From an optimization exercise on the open Yosys and OpenROAD flow, aimed at small area, a short achievable clock period and few clock cycles per item; shortcuts taken in it are not production practice.
Only simulation tests tie the RTL to the original design; equivalence was not proved.
No activity file was given, so power comes from the tool's default toggle rates.

**flow/config.mk**
```make
export PLATFORM = sky130hd
export DESIGN_NAME = sha256_hash_engine
export DESIGN_NICKNAME = sha256_hash_engine
export VERILOG_FILES = /design/flow/design.v
export SDC_FILE = /design/flow/constraint.sdc
export NUM_CORES = 4
export LEC_CHECK = 0
export CAP_MARGIN = 10
export CORE_MARGIN = 2
export CORE_UTILIZATION = 50
export CTS_CLUSTER_DIAMETER = 100
export CTS_CLUSTER_SIZE = 20
export PLACE_DENSITY = 0.7
export SETUP_SLACK_MARGIN = 5
export SLEW_MARGIN = 10
```
**flow/constraint.sdc**
```tcl
create_clock -name core_clock -period 10.0 [get_ports {clock}]
set_input_delay 2.0000 -clock core_clock [delete_from_list [all_inputs] [get_ports {clock}]]
set_output_delay 2.0000 -clock core_clock [all_outputs]
set_load 0.01 [all_outputs]
```
**flow/design.v**
```verilog
`default_nettype none
module sha_msg_window (
   input  logic        clock,
   input  logic        ib_shift,    
   input  logic [31:0] asm_word,
   input  logic        w_load,      
   input  logic        w_rot,       
   output logic [31:0] w0
);
   function automatic [31:0] sha_rotr(input [31:0] x, input integer k);
      sha_rotr = (x >> k) | (x << (32 - k));
   endfunction
   function automatic [31:0] ssig0(input [31:0] x);
      ssig0 = sha_rotr(x, 7) ^ sha_rotr(x, 18) ^ (x >> 3);
   endfunction
   function automatic [31:0] ssig1(input [31:0] x);
      ssig1 = sha_rotr(x, 17) ^ sha_rotr(x, 19) ^ (x >> 10);
   endfunction
   logic [479:0] ib_ff;
   logic [511:0] win_ff;
   logic [31:0]  w_next;
   assign w_next = ssig1(win_ff[32*14 +: 32]) + win_ff[32*9 +: 32]
                 + ssig0(win_ff[32*1 +: 32]) + win_ff[32*0 +: 32];
   assign w0 = win_ff[31:0];
   always_ff @(posedge clock) begin
      if (ib_shift) begin
         ib_ff <= {asm_word, ib_ff[479:32]};
      end
      if (w_load) begin
         win_ff <= {asm_word, ib_ff};
      end else begin
         win_ff <= {(w_rot ? win_ff[31:0] : w_next), win_ff[511:32]};
      end
   end
endmodule
`default_nettype wire
`default_nettype none
module sha_round_core (
   input  logic        clock,
   input  logic        reset,
   input  logic        rnd_en,      
   input  logic        ld_en,       
   input  logic        first,       
   input  logic        fold_en,     
   input  logic        reinit,      
   input  logic [31:0] k_val,       
   input  logic [31:0] w_val,       
   input  logic [7:0]  rd_sel,      
   output logic [31:0] rd_word
);
   function automatic [31:0] sha_rotr(input [31:0] x, input integer k);
      sha_rotr = (x >> k) | (x << (32 - k));
   endfunction
   function automatic [31:0] csa_s(input [31:0] x, input [31:0] y, input [31:0] z);
      csa_s = x ^ y ^ z;
   endfunction
   function automatic [31:0] csa_c(input [31:0] x, input [31:0] y, input [31:0] z);
      csa_c = ((x & y) | (x & z) | (y & z)) << 1;
   endfunction
   function automatic [31:0] ks_add(input [31:0] x, input [31:0] y);
      logic [31:0] g, p, gn, pn;
      g = x & y;
      p = x ^ y;
      for (int d = 1; d < 32; d = d * 2) begin
         gn = g;
         pn = p;
         for (int i = d; i < 32; i++) begin
            gn[i] = g[i] | (p[i] & g[i-d]);
            pn[i] = p[i] & p[i-d];
         end
         g = gn;
         p = pn;
      end
      ks_add = (x ^ y) ^ {g[30:0], 1'b0};
   endfunction
   localparam [31:0] IV0 = 32'h6a09e667, IV1 = 32'hbb67ae85,
                     IV2 = 32'h3c6ef372, IV3 = 32'ha54ff53a,
                     IV4 = 32'h510e527f, IV5 = 32'h9b05688c,
                     IV6 = 32'h1f83d9ab, IV7 = 32'h5be0cd19;
   logic [31:0] wa, wb, wc, wd, we, wf, wg, wh;
   logic [31:0] ha0, ha1, ha2, ha3, he0, he1, he2, he3;
   logic [31:0] hkw;
   logic [31:0] big1, pick, big0, vote, new_a, new_e;
   logic [31:0] sum_a, sum_e, hkw_h, hkw_in;
   logic [31:0] s1, c1, s2, c2, s3, c3, t1s, t1c, se, ce;
   assign big1  = sha_rotr(we, 6) ^ sha_rotr(we, 11) ^ sha_rotr(we, 25);
   assign pick  = (we & wf) ^ (~we & wg);
   assign big0  = sha_rotr(wa, 2) ^ sha_rotr(wa, 13) ^ sha_rotr(wa, 22);
   assign vote  = (wa & wb) ^ (wa & wc) ^ (wb & wc);
   assign s1    = csa_s(hkw, pick, vote);
   assign c1    = csa_c(hkw, pick, vote);
   assign s2    = csa_s(s1, big0, big1);
   assign c2    = csa_c(s1, big0, big1);
   assign s3    = csa_s(s2, c2, c1);
   assign c3    = csa_c(s2, c2, c1);
   assign new_a = ks_add(s3, c3);
   assign t1s   = csa_s(hkw, pick, wd);
   assign t1c   = csa_c(hkw, pick, wd);
   assign se    = csa_s(t1s, t1c, big1);
   assign ce    = csa_c(t1s, t1c, big1);
   assign new_e = ks_add(se, ce);
   assign sum_a = ha3 + wa;
   assign sum_e = he3 + we;
   assign hkw_h  = ld_en ? (first ? IV7 : he2) : wg;
   assign hkw_in = hkw_h + k_val + w_val;
   assign rd_word = ({32{rd_sel[0]}} & ha0) | ({32{rd_sel[1]}} & ha1) |
                    ({32{rd_sel[2]}} & ha2) | ({32{rd_sel[3]}} & ha3) |
                    ({32{rd_sel[4]}} & he0) | ({32{rd_sel[5]}} & he1) |
                    ({32{rd_sel[6]}} & he2) | ({32{rd_sel[7]}} & he3);
   always_ff @(posedge clock) begin
      if (ld_en) begin
         if (first) begin
            {wa, wb, wc, wd} <= {IV0, IV1, IV2, IV3};
            {we, wf, wg, wh} <= {IV4, IV5, IV6, IV7};
         end else begin
            {wa, wb, wc, wd} <= {sum_a, ha0, ha1, ha2};
            {we, wf, wg, wh} <= {sum_e, he0, he1, he2};
         end
      end else if (rnd_en) begin
         {wa, wb, wc, wd} <= {new_a, wa, wb, wc};
         {we, wf, wg, wh} <= {new_e, we, wf, wg};
      end
      if (ld_en || rnd_en) begin
         hkw <= hkw_in;
      end
   end
   always_ff @(posedge clock) begin
      if (reset || reinit) begin
         {ha0, ha1, ha2, ha3} <= {IV0, IV1, IV2, IV3};
         {he0, he1, he2, he3} <= {IV4, IV5, IV6, IV7};
      end else if (fold_en) begin
         {ha0, ha1, ha2, ha3} <= {sum_a, ha0, ha1, ha2};
         {he0, he1, he2, he3} <= {sum_e, he0, he1, he2};
      end
   end
endmodule
`default_nettype wire
`default_nettype none
module sha256_hash_engine (
   input  logic        clock,
   input  logic        reset,
   input  logic        req_valid,
   output logic        req_ready,
   input  logic [7:0]  req_data_byte,
   input  logic        req_byte_present,
   input  logic        req_message_end,
   output logic        rsp_valid,
   input  logic        rsp_ready,
   output logic [31:0] rsp_digest_word,
   output logic [2:0]  rsp_word_index,
   output logic        rsp_last_word
);
   function automatic [31:0] sha_round_k(input [5:0] idx);
      case (idx)
         6'd0:  sha_round_k = 32'h428a2f98;  6'd1:  sha_round_k = 32'h71374491;
         6'd2:  sha_round_k = 32'hb5c0fbcf;  6'd3:  sha_round_k = 32'he9b5dba5;
         6'd4:  sha_round_k = 32'h3956c25b;  6'd5:  sha_round_k = 32'h59f111f1;
         6'd6:  sha_round_k = 32'h923f82a4;  6'd7:  sha_round_k = 32'hab1c5ed5;
         6'd8:  sha_round_k = 32'hd807aa98;  6'd9:  sha_round_k = 32'h12835b01;
         6'd10: sha_round_k = 32'h243185be;  6'd11: sha_round_k = 32'h550c7dc3;
         6'd12: sha_round_k = 32'h72be5d74;  6'd13: sha_round_k = 32'h80deb1fe;
         6'd14: sha_round_k = 32'h9bdc06a7;  6'd15: sha_round_k = 32'hc19bf174;
         6'd16: sha_round_k = 32'he49b69c1;  6'd17: sha_round_k = 32'hefbe4786;
         6'd18: sha_round_k = 32'h0fc19dc6;  6'd19: sha_round_k = 32'h240ca1cc;
         6'd20: sha_round_k = 32'h2de92c6f;  6'd21: sha_round_k = 32'h4a7484aa;
         6'd22: sha_round_k = 32'h5cb0a9dc;  6'd23: sha_round_k = 32'h76f988da;
         6'd24: sha_round_k = 32'h983e5152;  6'd25: sha_round_k = 32'ha831c66d;
         6'd26: sha_round_k = 32'hb00327c8;  6'd27: sha_round_k = 32'hbf597fc7;
         6'd28: sha_round_k = 32'hc6e00bf3;  6'd29: sha_round_k = 32'hd5a79147;
         6'd30: sha_round_k = 32'h06ca6351;  6'd31: sha_round_k = 32'h14292967;
         6'd32: sha_round_k = 32'h27b70a85;  6'd33: sha_round_k = 32'h2e1b2138;
         6'd34: sha_round_k = 32'h4d2c6dfc;  6'd35: sha_round_k = 32'h53380d13;
         6'd36: sha_round_k = 32'h650a7354;  6'd37: sha_round_k = 32'h766a0abb;
         6'd38: sha_round_k = 32'h81c2c92e;  6'd39: sha_round_k = 32'h92722c85;
         6'd40: sha_round_k = 32'ha2bfe8a1;  6'd41: sha_round_k = 32'ha81a664b;
         6'd42: sha_round_k = 32'hc24b8b70;  6'd43: sha_round_k = 32'hc76c51a3;
         6'd44: sha_round_k = 32'hd192e819;  6'd45: sha_round_k = 32'hd6990624;
         6'd46: sha_round_k = 32'hf40e3585;  6'd47: sha_round_k = 32'h106aa070;
         6'd48: sha_round_k = 32'h19a4c116;  6'd49: sha_round_k = 32'h1e376c08;
         6'd50: sha_round_k = 32'h2748774c;  6'd51: sha_round_k = 32'h34b0bcb5;
         6'd52: sha_round_k = 32'h391c0cb3;  6'd53: sha_round_k = 32'h4ed8aa4a;
         6'd54: sha_round_k = 32'h5b9cca4f;  6'd55: sha_round_k = 32'h682e6ff3;
         6'd56: sha_round_k = 32'h748f82ee;  6'd57: sha_round_k = 32'h78a5636f;
         6'd58: sha_round_k = 32'h84c87814;  6'd59: sha_round_k = 32'h8cc70208;
         6'd60: sha_round_k = 32'h90befffa;  6'd61: sha_round_k = 32'ha4506ceb;
         6'd62: sha_round_k = 32'hbef9a3f7;
         default: sha_round_k = 32'hc67178f2;
      endcase
   endfunction
   logic        rdy_ff;
   logic [5:0]  fill, fill_n;           
   logic [31:0] asm_word;               
   logic        blk_rdy, blk_rdy_n;     
   logic        blk_final, blk_final_n;  
   logic        msg_first, msg_first_n;  
   logic        pad, pad_n;             
   logic        mark_owed, mark_owed_n;  
   logic        mark_hi, mark_hi_n;     
   logic [54:0] blkcnt, blkcnt_n;       
   logic [5:0]  endfill, endfill_n;     
   logic        run, run_n;             
   logic        lcyc, lcyc_n;           
   logic [5:0]  kn, kn_n;               
   logic        stall, stall_n;         
   logic [3:0]  srot;                   
   logic        w_valid, w_valid_n;     
   logic        w_first, w_first_n, w_final, w_final_n;
   logic        cur_final, cur_final_n;  
   logic        fold_pend, fold_pend_n;  
   logic        out_busy, out_busy_n;   
   logic [2:0]  oidx, oidx_n;
   logic [7:0]  osel, osel_n;           
   logic        xfer, ib_free, req_take, pad_step, ib_shift, rnd_en, ld_en;
   logic        fold_en, out_take, reinit;
   logic [3:0]  wi;
   logic [1:0]  kb;
   logic        mh;
   logic [31:0] len_hi, len_lo, pad_word, mark_word, hash_word, w0;
   assign req_ready = rdy_ff;
   assign xfer    = blk_rdy && ((!run && !lcyc) || (run && kn == 6'd0) || (lcyc && !w_valid));
   assign ib_free = !blk_rdy || xfer;
   assign req_take  = req_valid && rdy_ff;    
   assign pad_step = pad && ib_free;
   assign rnd_en  = run && !stall;
   assign ld_en   = lcyc && w_valid;
   assign fold_en = (rnd_en && (kn == 6'd62 || kn == 6'd63 || kn == 6'd0)) || (lcyc && fold_pend);
   assign out_take = out_busy && rsp_ready;
   assign reinit  = out_take && (oidx == 3'd7);
   assign wi = fill[5:2];
   assign kb = fill[1:0];
   assign mh = mark_hi || (mark_owed && wi[3:1] == 3'b111);
   assign len_hi = blkcnt[54:23];
   assign len_lo = {blkcnt[22:0], endfill, 3'b000};
   assign pad_word = mark_owed ? 32'h80000000 :
                     (!mark_hi && wi == 4'd14) ? len_hi :
                     (!mark_hi && wi == 4'd15) ? len_lo : 32'h0;
   always_comb begin
      case (kb)
         2'd1:    mark_word = {asm_word[7:0], 8'h80, 16'h0};
         2'd2:    mark_word = {asm_word[15:0], 8'h80, 8'h0};
         default: mark_word = {asm_word[23:0], 8'h80};
      endcase
   end
   assign ib_shift = (req_take && req_byte_present && kb == 2'd0) ||
                     (pad_step && !(mark_owed && kb != 2'd0));
   sha_msg_window u_window (
      .clock    (clock),
      .ib_shift (ib_shift),
      .asm_word (asm_word),
      .w_load   (xfer),
      .w_rot    (stall),
      .w0       (w0)
   );
   sha_round_core u_core (
      .clock   (clock),
      .reset   (reset),
      .rnd_en  (rnd_en),
      .ld_en   (ld_en),
      .first   (w_first),
      .fold_en (fold_en),
      .reinit  (reinit),
      .k_val   (sha_round_k(kn)),
      .w_val   (w0),
      .rd_sel  (osel),
      .rd_word (hash_word)
   );
   always_comb begin
      fill_n      = fill;
      blk_rdy_n   = blk_rdy;
      blk_final_n = blk_final;
      msg_first_n = msg_first;
      pad_n       = pad;
      mark_owed_n = mark_owed;
      mark_hi_n   = mark_hi;
      blkcnt_n    = blkcnt;
      endfill_n   = endfill;
      if (xfer) begin
         blk_rdy_n   = 1'b0;
         msg_first_n = blk_final;
      end
      if (req_take) begin
         if (req_byte_present) begin
            fill_n = fill + 6'd1;
            if (fill == 6'd63) begin
               blk_rdy_n   = 1'b1;
               blk_final_n = 1'b0;
               blkcnt_n    = blkcnt + 55'd1;
            end
         end
         if (req_message_end) begin
            pad_n       = 1'b1;
            mark_owed_n = 1'b1;
            endfill_n   = req_byte_present ? fill + 6'd1 : fill;
         end
      end else if (pad_step) begin
         fill_n      = {wi + 4'd1, 2'b00};
         mark_owed_n = 1'b0;
         mark_hi_n   = (wi == 4'd15) ? 1'b0 : mh;
         if (wi == 4'd15) begin
            blk_rdy_n   = 1'b1;
            blk_final_n = !mh;
            if (!mh) begin
               pad_n    = 1'b0;
               blkcnt_n = 55'd0;
            end
         end
      end
   end
   always_comb begin
      run_n       = run;
      lcyc_n      = lcyc;
      kn_n        = kn;
      w_valid_n   = w_valid;
      w_first_n   = w_first;
      w_final_n   = w_final;
      cur_final_n = cur_final;
      fold_pend_n = fold_pend;
      out_busy_n  = out_busy;
      oidx_n      = oidx;
      osel_n      = osel;
      if (xfer) begin
         w_valid_n = 1'b1;
         w_first_n = msg_first;
         w_final_n = blk_final;
      end
      if (lcyc) begin
         fold_pend_n = 1'b0;
         if (w_valid) begin
            w_valid_n   = xfer;
            run_n       = 1'b1;
            lcyc_n      = 1'b0;
            kn_n        = 6'd1;
            cur_final_n = w_final;
         end else begin
            lcyc_n = xfer;
            kn_n   = 6'd0;
         end
      end else if (rnd_en) begin
         if (kn == 6'd0) begin
            run_n       = 1'b0;
            fold_pend_n = 1'b1;
            lcyc_n      = xfer || cur_final;
         end else begin
            kn_n = kn + 6'd1;
         end
      end else if (!run && xfer) begin
         lcyc_n = 1'b1;
      end
      if (lcyc && fold_pend && cur_final) begin
         out_busy_n = 1'b1;
         oidx_n     = 3'd0;
         osel_n     = 8'h01;
      end else if (out_take) begin
         oidx_n = oidx + 3'd1;
         osel_n = {osel[6:0], osel[7]};
         if (oidx == 3'd7) begin
            out_busy_n = 1'b0;
         end
      end
   end
   assign stall_n = (rnd_en && kn == 6'd61 && out_busy) ||
                    (stall && (out_busy || srot != 4'd15));
   always_ff @(posedge clock) begin
      if (reset) begin
         rdy_ff    <= 1'b0;
         fill      <= 6'd0;
         blk_rdy   <= 1'b0;
         blk_final <= 1'b0;
         msg_first <= 1'b1;
         pad       <= 1'b0;
         mark_owed <= 1'b0;
         mark_hi   <= 1'b0;
         blkcnt    <= 55'd0;
         endfill   <= 6'd0;
         run       <= 1'b0;
         lcyc      <= 1'b0;
         kn        <= 6'd0;
         stall     <= 1'b0;
         srot      <= 4'd0;
         w_valid   <= 1'b0;
         w_first   <= 1'b1;
         w_final   <= 1'b0;
         cur_final <= 1'b0;
         fold_pend <= 1'b0;
         out_busy  <= 1'b0;
         oidx      <= 3'd0;
         osel      <= 8'h01;
      end else begin
         rdy_ff    <= !pad_n && !blk_rdy_n;
         fill      <= fill_n;
         blk_rdy   <= blk_rdy_n;
         blk_final <= blk_final_n;
         msg_first <= msg_first_n;
         pad       <= pad_n;
         mark_owed <= mark_owed_n;
         mark_hi   <= mark_hi_n;
         blkcnt    <= blkcnt_n;
         endfill   <= endfill_n;
         run       <= run_n;
         lcyc      <= lcyc_n;
         kn        <= kn_n;
         stall     <= stall_n;
         srot      <= stall ? srot + 4'd1 : 4'd0;
         w_valid   <= w_valid_n;
         w_first   <= w_first_n;
         w_final   <= w_final_n;
         cur_final <= cur_final_n;
         fold_pend <= fold_pend_n;
         out_busy  <= out_busy_n;
         oidx      <= oidx_n;
         osel      <= osel_n;
      end
      if (req_take && req_byte_present) begin
         asm_word <= {asm_word[23:0], req_data_byte};
      end else if (pad_step) begin
         asm_word <= (mark_owed && kb != 2'd0) ? mark_word : pad_word;
      end
   end
   assign rsp_valid       = out_busy;
   assign rsp_digest_word = hash_word;
   assign rsp_word_index  = oidx;
   assign rsp_last_word   = osel[7];
endmodule
`default_nettype wire
```
**flow/run.sh**
```bash
#!/bin/bash
# synth_recipe.tcl (not shown) runs the flow's synth.tcl, then flattens the netlist and writes it again
# the make line also repeats each setting of config.mk as NAME=value (left out here)
make -C /OpenROAD-flow-scripts/flow DESIGN_CONFIG=/design/flow/config.mk WORK_HOME=/design/flow/orfs CLKGATE_MAP_FILE= SYNTH_SCRIPT=/design/flow/synth_recipe.tcl finish
```
==> run summary, run 1 <==
Overflow after GRT=0; FF-to-FF End=u_core.wa[29]$_DFFE_PP_; R2R setup slack=4980 ps; Sum Neg Setup Slack=0 ps; ys flop type=dfxtp_1; Final ANT Viol Nets=0; Yosys warnings=3; Synth Area in XOR/XNOR=5.29%; TritonCTS Buffers=95; Netlist Area Pre-Place=80200 µm²; row cnt=146; # setup viols final=0; ANT cells=0; vias in the first global route=56890; hold buffer count at cts=0; min Tclk post-route=5020 ps; simple-gate share of the synthesized area=16.8%; share of layout cells above drive strength 1=5.26%; PD cells=369 nW/µm²; CP Data Required Time=10530 ps; Slew @ Worst Pin=1250 ps; Synth Instances=8486; final WL=246000 µm; Clock Pin Slew Worst Setup and Hold Paths=100 ps; Starting Density=50.5%; Synth top area share=28.8%; number of DRC markers in iteration 0=7234; Die H=404 µm; reg-to-reg critical path startpoint=u_core.wa[7]$_DFFE_PP_; clk root buf=clkbuf_16; Layout Nets=8797; first-pass GRT wire length=365000 µm; post-DP HPWL=176000 µm; dpl cells=10202; H-tree Lvls=3; mux contribution to synthesized area=0.593%; EDFF count, synth=768; critical path type=flip-flop to flip-flop; hold_ws=418 ps; Avg Synthesized Cell Area=9.45 µm²; Yosys reg bits=1672; Compound-Gate Fraction of Synth Area=11.4%; die area=164000 µm²; worst-path maximum fanout=4; max-slew violations=0; io pins=52; initial antenna violation count=7; Worst Setup EP=u_core.wa[29]$_DFFE_PP_; Critical Path AT=5540 ps; worst hold path type=flip-flop to flip-flop; Final Hold Viols=0; Final Cycle Share=50.2%; Peak VDD IR=988 µV; drt via density=5.80; synthesized-area fraction occupied by adder cells=9.61%; total number of vias=60773; clk sinks=1672; Worst Setup Start Kind=flip-flop; clock latency on the worst-skew pair=760 ps; fmax=199 MHz; sequential area share after synthesis=51.3%; Lkg Pwr=36.0 nW; CTS tree=done; count of input and output buffers=51; synth unique cells=86; Area contributors post-synth=edfxtp_1, dfxtp_1, nand2_1, fa_1, xnor2_1; leading area contributor after synthesis=edfxtp_1; clk buf depth=3; Crit. End Element=flip-flop; DR WL/cell=23.5 µm; TritonRoute pass-1 iters=6; Post-Layout Cell Count=10470; Worst Skew=44.6 ps; status=timing/DRC/antenna clean; setup repair after global routing missed its margin=yes; DRC Markers=0; pin count of the biggest net entering global routing=221; Worst slew margin=16.3%; Filler cells=14051; asr flop ratio synth=0%; Core ar.=159000 µm²; reg2reg path depth=19; largest family of logic cells by synthesized area=simple AND/OR/NAND/NOR gates; synthesis-to-layout area growth=7.98%; crit path from=u_core.wa[7]$_DFFE_PP_; max cap viols=0; GPL Wtd Cong=1.02; chip width=404 µm; Syn Nets=8964; total track usage=29.6%
-- synthesized netlist by cell type, drive strengths merged, types with 39 or more instances --
| master | count |
|---|---|
| a21o | 110 |
| dfxtp | 904 |
| ha | 213 |
| a211oi | 39 |
| a31oi | 39 |
| inv | 571 |
| a22oi | 165 |
| edfxtp | 768 |
| nand3 | 207 |
| nand2 | 2446 |
| a21oi | 412 |
| clkbuf | 465 |
| nor2 | 285 |
| fa | 251 |
| and3 | 69 |
| nor3 | 51 |
| o211ai | 51 |
| mux2i | 43 |
| xnor2 | 334 |
| o21ai | 452 |
| xor2 | 150 |
| nand4 | 58 |
-- power by group --
| group | leakage [nW] | internal [mW] | total, mW | switching (mW) |
|---|---|---|---|---|
| sequential | 14.6 | 8.78 | 9.72 | 0.943 |
| combinational | 20.1 | 7.34 | 18.1 | 10.8 |
| clock | 1.34 | 1.84 | 4.14 | 2.30 |
| total | 36.0 | 18.0 | 32.0 | 14.0 |
-- metrics by stage --
stage                     cell area [µm²]  total power, mW  utilization (%)  setup slack, ps
after detailed placement            82200             26.6             51.8             4120
after global routing                86600             34.1             54.5             4860
after CTS                           85700             31.0             54.0             4910
after floorplan                     80200             21.7                -              287
final                               86600             32.0             54.5             4980
after global placement              82200             26.3             51.8             4160
-- routing by layer --
| layer | routed length (µm) | part of all wire (%) | track usage, % |
|---|---|---|---|
| met4 | 11500 | 4.7 | 12.2 |
| met5 | 56 | 0.023 | 0 |
| met2 | 104000 | 42 | 42.8 |
| met1 | 108000 | 44 | 43.8 |
| met3 | 23000 | 9.3 | 5.35 |
-- final cells by class --
| cell class | instances | area [µm²] | share of cell area [%] |
|---|---|---|---|
| clock buffer | 164 | 2650 | 3.06 |
| clock inverter | 12 | 203 | 0.234 |
| inverter | 571 | 2150 | 2.49 |
| multi-input combinational | 5757 | 35700 | 41.3 |
| sequential | 1672 | 41200 | 47.6 |
| tap | 2072 | 2590 | 3.00 |
| timing repair buffer | 222 | 2050 | 2.36 |
-- cell families after synthesis --
family	Yosys count
and+or+nand+nor	3278
xor gates and xnor gates	484
DFF	1672
adders and majority gates	465
muxes	46
AOI/OAI and AO/OA	1482
buffers and inverters	1059
-- critical path: stages, from the launching register on --
cell      delay (ps)
edfxtp_1         490
buf_4            190
o21ai_2          150
fa_1             420
inv_2             90
fa_1             430
fa_1             500
ha_2             290
o21a_1           210
o21a_1           200
o22ai_2          160
o31ai_4          110
a211oi_2         230
buf_4            160
a31oi_4          150
a41oi_2          310
buf_4            170
a21oi_2           50
or3_1            300
and3_1           170
-- how the worst min path moves through the flow --
stage | cells past startpoint | slack, ps | start | to
after floorplan | 2 | 400 | u_window.win_ff[132]$_DFF_P_ | u_window.win_ff[100]$_DFF_P_
after global placement | 2 | 400 | u_window.win_ff[202]$_DFF_P_ | u_window.win_ff[170]$_DFF_P_
after detailed placement | 2 | 400 | u_window.win_ff[248]$_DFF_P_ | u_window.win_ff[216]$_DFF_P_
after CTS | 2 | 420 | u_window.win_ff[275]$_DFF_P_ | u_window.win_ff[243]$_DFF_P_
after global routing | 2 | 440 | u_window.win_ff[370]$_DFF_P_ | u_window.win_ff[338]$_DFF_P_
final | 2 | 420 | u_window.win_ff[275]$_DFF_P_ | u_window.win_ff[243]$_DFF_P_
-- placed cells by master, fill, tap and decap left out, types with 12 or more instances in the layout --
| cell type | synthesis | layout |
|---|---|---|
| nor3_1 | 49 | 48 |
| nand2b_1 | 34 | 32 |
| inv_1 | 566 | 557 |
| nor2_1 | 285 | 282 |
| nor2b_1 | 31 | 29 |
| and3_1 | 69 | 68 |
| o21bai_1 | 23 | 23 |
| a221oi_1 | 17 | 16 |
| a222oi_1 | 12 | 12 |
| ha_1 | 213 | 204 |
| xnor2_1 | 334 | 324 |
| clkbuf_1 | 465 | 68 |
| o22ai_1 | 17 | 16 |
| a211oi_1 | 38 | 34 |
| o21ai_1 | 39 | 47 |
| a31oi_1 | 39 | 36 |
| a21oi_1 | 412 | 403 |
| dfxtp_1 | 904 | 882 |
| and2_1 | 16 | 15 |
| o21ai_2 | 2 | 12 |
| a21o_1 | 110 | 109 |
| buf_4 | 2 | 142 |
| a22oi_1 | 165 | 165 |
| clkdlybuf4s50_1 | 0 | 50 |
| clkbuf_16 | 0 | 96 |
| o21ai_0 | 411 | 390 |
| fa_1 | 251 | 247 |
| o211ai_1 | 51 | 51 |
| dfxtp_2 | 0 | 14 |
| or3_1 | 34 | 34 |
| xor2_1 | 150 | 147 |
| o21a_1 | 33 | 32 |
| nand4_1 | 58 | 58 |
| buf_6 | 0 | 16 |
| nand3_1 | 207 | 205 |
| nand2_1 | 2445 | 2442 |
| mux2i_1 | 43 | 39 |
| edfxtp_1 | 768 | 768 |
-- registers in the layout, summed over array words and instances (netlist names), 8 cells and up --
register,flops
u_core.wa,32
u_core.we,32
asm_word,32
blkcnt,55
u_window.ib_ff,480
u_window.win_ff,512
u_core.ha3,32
u_core.he3,32
u_core.wd,32
u_core.he0,32
u_core.hkw,32
u_core.ha2,32
u_core.k_val,32
osel,8
u_core.wc,32
u_core.ha0,32
u_core.ha1,32
u_core.he1,32
u_core.wg,32
u_core.wf,32
u_core.wb,32
u_core.he2,32
-- timing repair --
action,4_1_cts,5_1_grt
setup buffers,40,48
setup endpoints to repair,395,293
pin swaps,13,45
endpoints found under the hold margin,0,0
cloned,3,1
gates resized for setup,68,108
Testbench counts, summed over its fixed seeds: cycles 24,047, messages 192.
==> run 2: changes to the inputs <==
--- a/flow/design.v
+++ b/flow/design.v
@@ -210,7 +210,7 @@
    logic        out_busy, out_busy_n;   
    logic [2:0]  oidx, oidx_n;
    logic [7:0]  osel, osel_n;           
-   logic        xfer, ib_free, req_take, pad_step, ib_shift, rnd_en, ld_en;
+   logic        xfer, xfer_n, ib_free, req_take, pad_step, ib_shift, rnd_en, ld_en;
    logic        fold_en, out_take, reinit;
    logic [3:0]  wi;
    logic [1:0]  kb;
@@ -358,6 +358,8 @@
          end
       end
    end
+   assign xfer_n = blk_rdy_n && ((!run_n && !lcyc_n) || (run_n && kn_n == 6'd0) ||
+                                 (lcyc_n && !w_valid_n));
    assign stall_n = (rnd_en && kn == 6'd61 && out_busy) ||
                     (stall && (out_busy || srot != 4'd15));
    always_ff @(posedge clock) begin
@@ -386,7 +388,7 @@
          oidx      <= 3'd0;
          osel      <= 8'h01;
       end else begin
-         rdy_ff    <= !pad_n && !blk_rdy_n;
+         rdy_ff    <= !pad_n && (!blk_rdy_n || xfer_n);
          fill      <= fill_n;
          blk_rdy   <= blk_rdy_n;
          blk_final <= blk_final_n;
--- a/flow/config.mk
+++ b/flow/config.mk
@@ -5,11 +5,11 @@
 export SDC_FILE = /design/flow/constraint.sdc
 export NUM_CORES = 4
 export LEC_CHECK = 0
-export CAP_MARGIN = 10
+export CAP_MARGIN = 20
 export CORE_MARGIN = 2
 export CORE_UTILIZATION = 50
 export CTS_CLUSTER_DIAMETER = 100
 export CTS_CLUSTER_SIZE = 20
 export PLACE_DENSITY = 0.7
 export SETUP_SLACK_MARGIN = 5
-export SLEW_MARGIN = 10
+export SLEW_MARGIN = 20
==> run 2 against run 1 <==
Clock skew increased by 6.9 ps. Area after synthesis rose by 0.62%. Power down 4.5%. Die area grew 0.62%. Via count increased by 1.3%. Maximum frequency decreased by 5.1%. Still clean. Cell area is 0.41% higher. Routed wire length grew 1.4%. Combinational power down 8%. Highest routed layer is now met4.
==> run summary, run 2 <==
status=timing/DRC/antenna clean (unchanged); Netlist Area Pre-Place=80700 µm² (was 80200 µm²); Critical Path AT=5770 ps (was 5540 ps); most common cell in the netlist=nand2_1 (unchanged); PD cells=351 nW/µm² (was 369 nW/µm²); asr flop ratio synth=0% (unchanged); number of DRC markers in iteration 0=7588 (was 7234); Layout Nets=8852 (was 8797); placed cell area=82800 µm² (was 82200 µm²); Die H=406 µm (was 404 µm); Area contributors post-synth=edfxtp_1, dfxtp_1, nand2_1, fa_1, xnor2_1 (unchanged); Yosys warnings=3 (unchanged); max reg flops=512 (unchanged); EDFF count, synth=768 (unchanged); first-pass GRT wire length=369000 µm (was 365000 µm); Slew @ Worst Pin=1150 ps (was 1250 ps); Clock Pin Slew Worst Setup and Hold Paths=90 ps (was 100 ps); synthesis-to-layout area growth=7.75% (was 7.98%); Lkg Pwr=35.9 nW (was 36.0 nW); Synth Instances=8561 (was 8486); Top Registers=u_window.win_ff: 512 flops, u_window.ib_ff: 480 flops, blkcnt: 55 flops (unchanged); clk buf depth=3 (unchanged); Sum Neg Setup Slack=0 ps (unchanged); Worst Skew=51.6 ps (was 44.6 ps); fmax=189 MHz (was 199 MHz); Post-synth top cells=nand2_1, dfxtp_1, edfxtp_1 (unchanged); final WL=250000 µm (was 246000 µm); total number of vias=61535 (was 60773); worst hold path type=flip-flop to flip-flop (unchanged); vias in the first global route=57611 (was 56890); TritonCTS Buffers=96 (was 95); H-tree Lvls=3 (unchanged); ys flop type=dfxtp_1 (unchanged); Worst slew margin=22.4% (was 16.3%); # setup viols final=0 (unchanged); Overflow after GRT=0 (unchanged); pin count of the biggest net entering global routing=224 (was 221); Peak VDD IR=903 µV (was 988 µV); most frequent cells in the layout=nand2_1, dfxtp_1, edfxtp_1 (unchanged); worst-path maximum fanout=4 (unchanged); Crit. End Element=flip-flop (unchanged); Synth top area share=28.6% (was 28.8%); Worst Setup Start Kind=flip-flop (unchanged); max cap viols=0 (unchanged); count of input and output buffers=51 (unchanged); max-slew violations=0 (unchanged); clk sinks=1672 (unchanged); clk root buf=clkbuf_16 (unchanged); GPL Wtd Cong=0.975 (was 1.02); Final Hold Viols=0 (unchanged); Biggest register=u_window.win_ff (unchanged); critical path type=flip-flop to flip-flop (unchanged); Starting Density=50.3% (was 50.5%); CP Data Required Time=10490 ps (was 10530 ps); Design Area, Final=86900 µm² (was 86600 µm²); setup repair after global routing missed its margin=yes (unchanged); leading area contributor after synthesis=edfxtp_1 (unchanged); synth unique cells=99 (was 86); Final ANT Viol Nets=0 (unchanged); Filler cells=14262 (was 14051); Yosys reg bits=1672 (unchanged); die area=165000 µm² (was 164000 µm²); Syn Nets=9039 (was 8964); Core ar.=160000 µm² (was 159000 µm²); CTS tree=done (unchanged); R2R setup slack=4710 ps (was 4980 ps); min Tclk post-route=5290 ps (was 5020 ps); chip width=406 µm (was 404 µm); clock latency on the worst-skew pair=780 ps (was 760 ps); post-DP HPWL=174000 µm (was 176000 µm); row cnt=147 (was 146); Final Cycle Share=52.9% (was 50.2%); TritonRoute pass-1 iters=9 (was 6); drt via density=5.80 (about the same); Avg Synthesized Cell Area=9.42 µm² (was 9.45 µm²); DRC Markers=0 (unchanged); initial antenna violation count=4 (was 7); DR WL/cell=23.5 µm (about the same); sequential area share after synthesis=51.0% (was 51.3%); total track usage=29.9% (was 29.6%); commonest non-fill, non-tap cell in the layout=nand2_1 (unchanged); share of layout cells above drive strength 1=5.23% (was 5.26%); io pins=52 (unchanged)
## run 2: worst max-delay path, stage by stage (launching register included)
cell,delay (ps)
edfxtp_1,430
a21o_1,150
o21ai_2,60
fa_1,550
inv_2,40
fa_1,520
fa_1,430
ha_2,210
fa_2,350
a211o_1,300
nand4_1,140
nand4_1,200
a31o_1,320
a311o_1,410
a221oi_2,340
o21ai_2,110
a31oi_1,190
xnor2_1,150
a21oi_1,80
## run 2: layout make-up
type / count / area [µm²] / area share, %
sequential: 1672 / 41200 / 47.4
antenna: 3 / 7.51 / 0.00864
tap: 2160 / 2700 / 3.11
inverter: 565 / 2120 / 2.44
timing repair buffer: 201 / 1810 / 2.08
clock inverter: 14 / 225 / 0.259
multi-input combinational: 5838 / 36200 / 41.6
clock buffer: 159 / 2680 / 3.08
## run 2: kinds of logic after synthesis
logic type                 synth area share (%)
buffers and inverters                      4.93
xor gates and xnor gates                   4.97
muxes                                     0.641
DFF                                        51.0
AOI/OAI and AO/OA                          12.1
and+or+nand+nor                            16.8
adders and majority gates                  9.55
## run 2: metrics by stage
step | power, mW | std cells | hold WS (ps) | utilization (%) | setup slack (ps)
floorplan | 21.4 | 8561 | 399 | - | 251
global route | 33.0 | 10609 | 429 | 54.2 | 4580
global placement | 25.1 | 10357 | 400 | 51.6 | 3980
CTS | 29.8 | 10587 | 403 | 53.9 | 4860
detailed placement | 25.3 | 10357 | 403 | 51.6 | 4020
finish | 30.5 | 10612 | 405 | 54.2 | 4710
## run 2: path summary, 6_finish.rpt
path / startpoint / endpoint / cells past startpoint
min reg2reg: u_window.win_ff[433]$_DFF_P_ / u_window.win_ff[401]$_DFF_P_ / 2
min: u_window.win_ff[433]$_DFF_P_ / u_window.win_ff[401]$_DFF_P_ / 2
max: u_core.wa[2]$_DFFE_PP_ / u_core.wa[30]$_DFFE_PP_ / 18
max reg2reg: u_core.wa[2]$_DFFE_PP_ / u_core.wa[30]$_DFFE_PP_ / 18
## run 2: where the power goes
part | switching [mW] | total [mW] | internal, mW
logic | 9.56 | 16.6 | 7.01
clock network | 2.35 | 4.25 | 1.90
registers | 0.941 | 9.71 | 8.77
## run 2: layer usage
metal  part of all wire, %  vias to the layer above  global-route usage, %
met3                   9.6                      489                   5.98
li1                      -                    28258                      -
met2                    42                     2742                   43.7
met1                    44                    30046                   43.8
met4                   4.2                        0                   11.1
met5                     0                        -                      0
## run 2: timing repair
action | in CTS | in global routing
gates cloned | 1 | 1
pin swaps | 10 | 10
resized for setup | 83 | 66
buffers inserted | 56 | 20
endpoints found under the setup margin | 75 | 63
hold buffers | 0 | 0
Testbench counts of run 2, summed over its fixed seeds: cycles 23,898, messages 192.

-- static timing again, ports no longer ideal --
No port has a modelled driver above. Below, the same layouts with a new extraction and two added sets of constraints. Step 1 (the two cells are an assumption about what drives the block):
set clk [get_ports {clock}]
set_driving_cell -lib_cell sky130_fd_sc_hd__clkbuf_16 $clk
set_driving_cell -lib_cell sky130_fd_sc_hd__buf_2 [delete_from_list [all_inputs] $clk]
Step 2, shift: input delay + t, output delay - t, t = (earliest + latest rising clock arrival at the registers) / 2. This alone moves slack from input paths to output paths. a / b / c = ideal / step 1 / step 2; a / b = the first two.
run | t (ns) | setup slack, ns | latest minus earliest clock arrival (ns) | worst register clock-pin slew, ns
run 1 | 0.821 | 4.983 / 4.920 / 4.400 | 0.045 / 0.045 | 0.10 / 0.10
run 2 | 0.824 | 4.715 / 4.715 / 4.516 | 0.057 / 0.057 | 0.10 / 0.10
After both steps setup and hold are still met in every run listed. The setup slack of run 1, which loses most, moves by -0.063 ns with the drivers and by -0.583 ns with both steps.
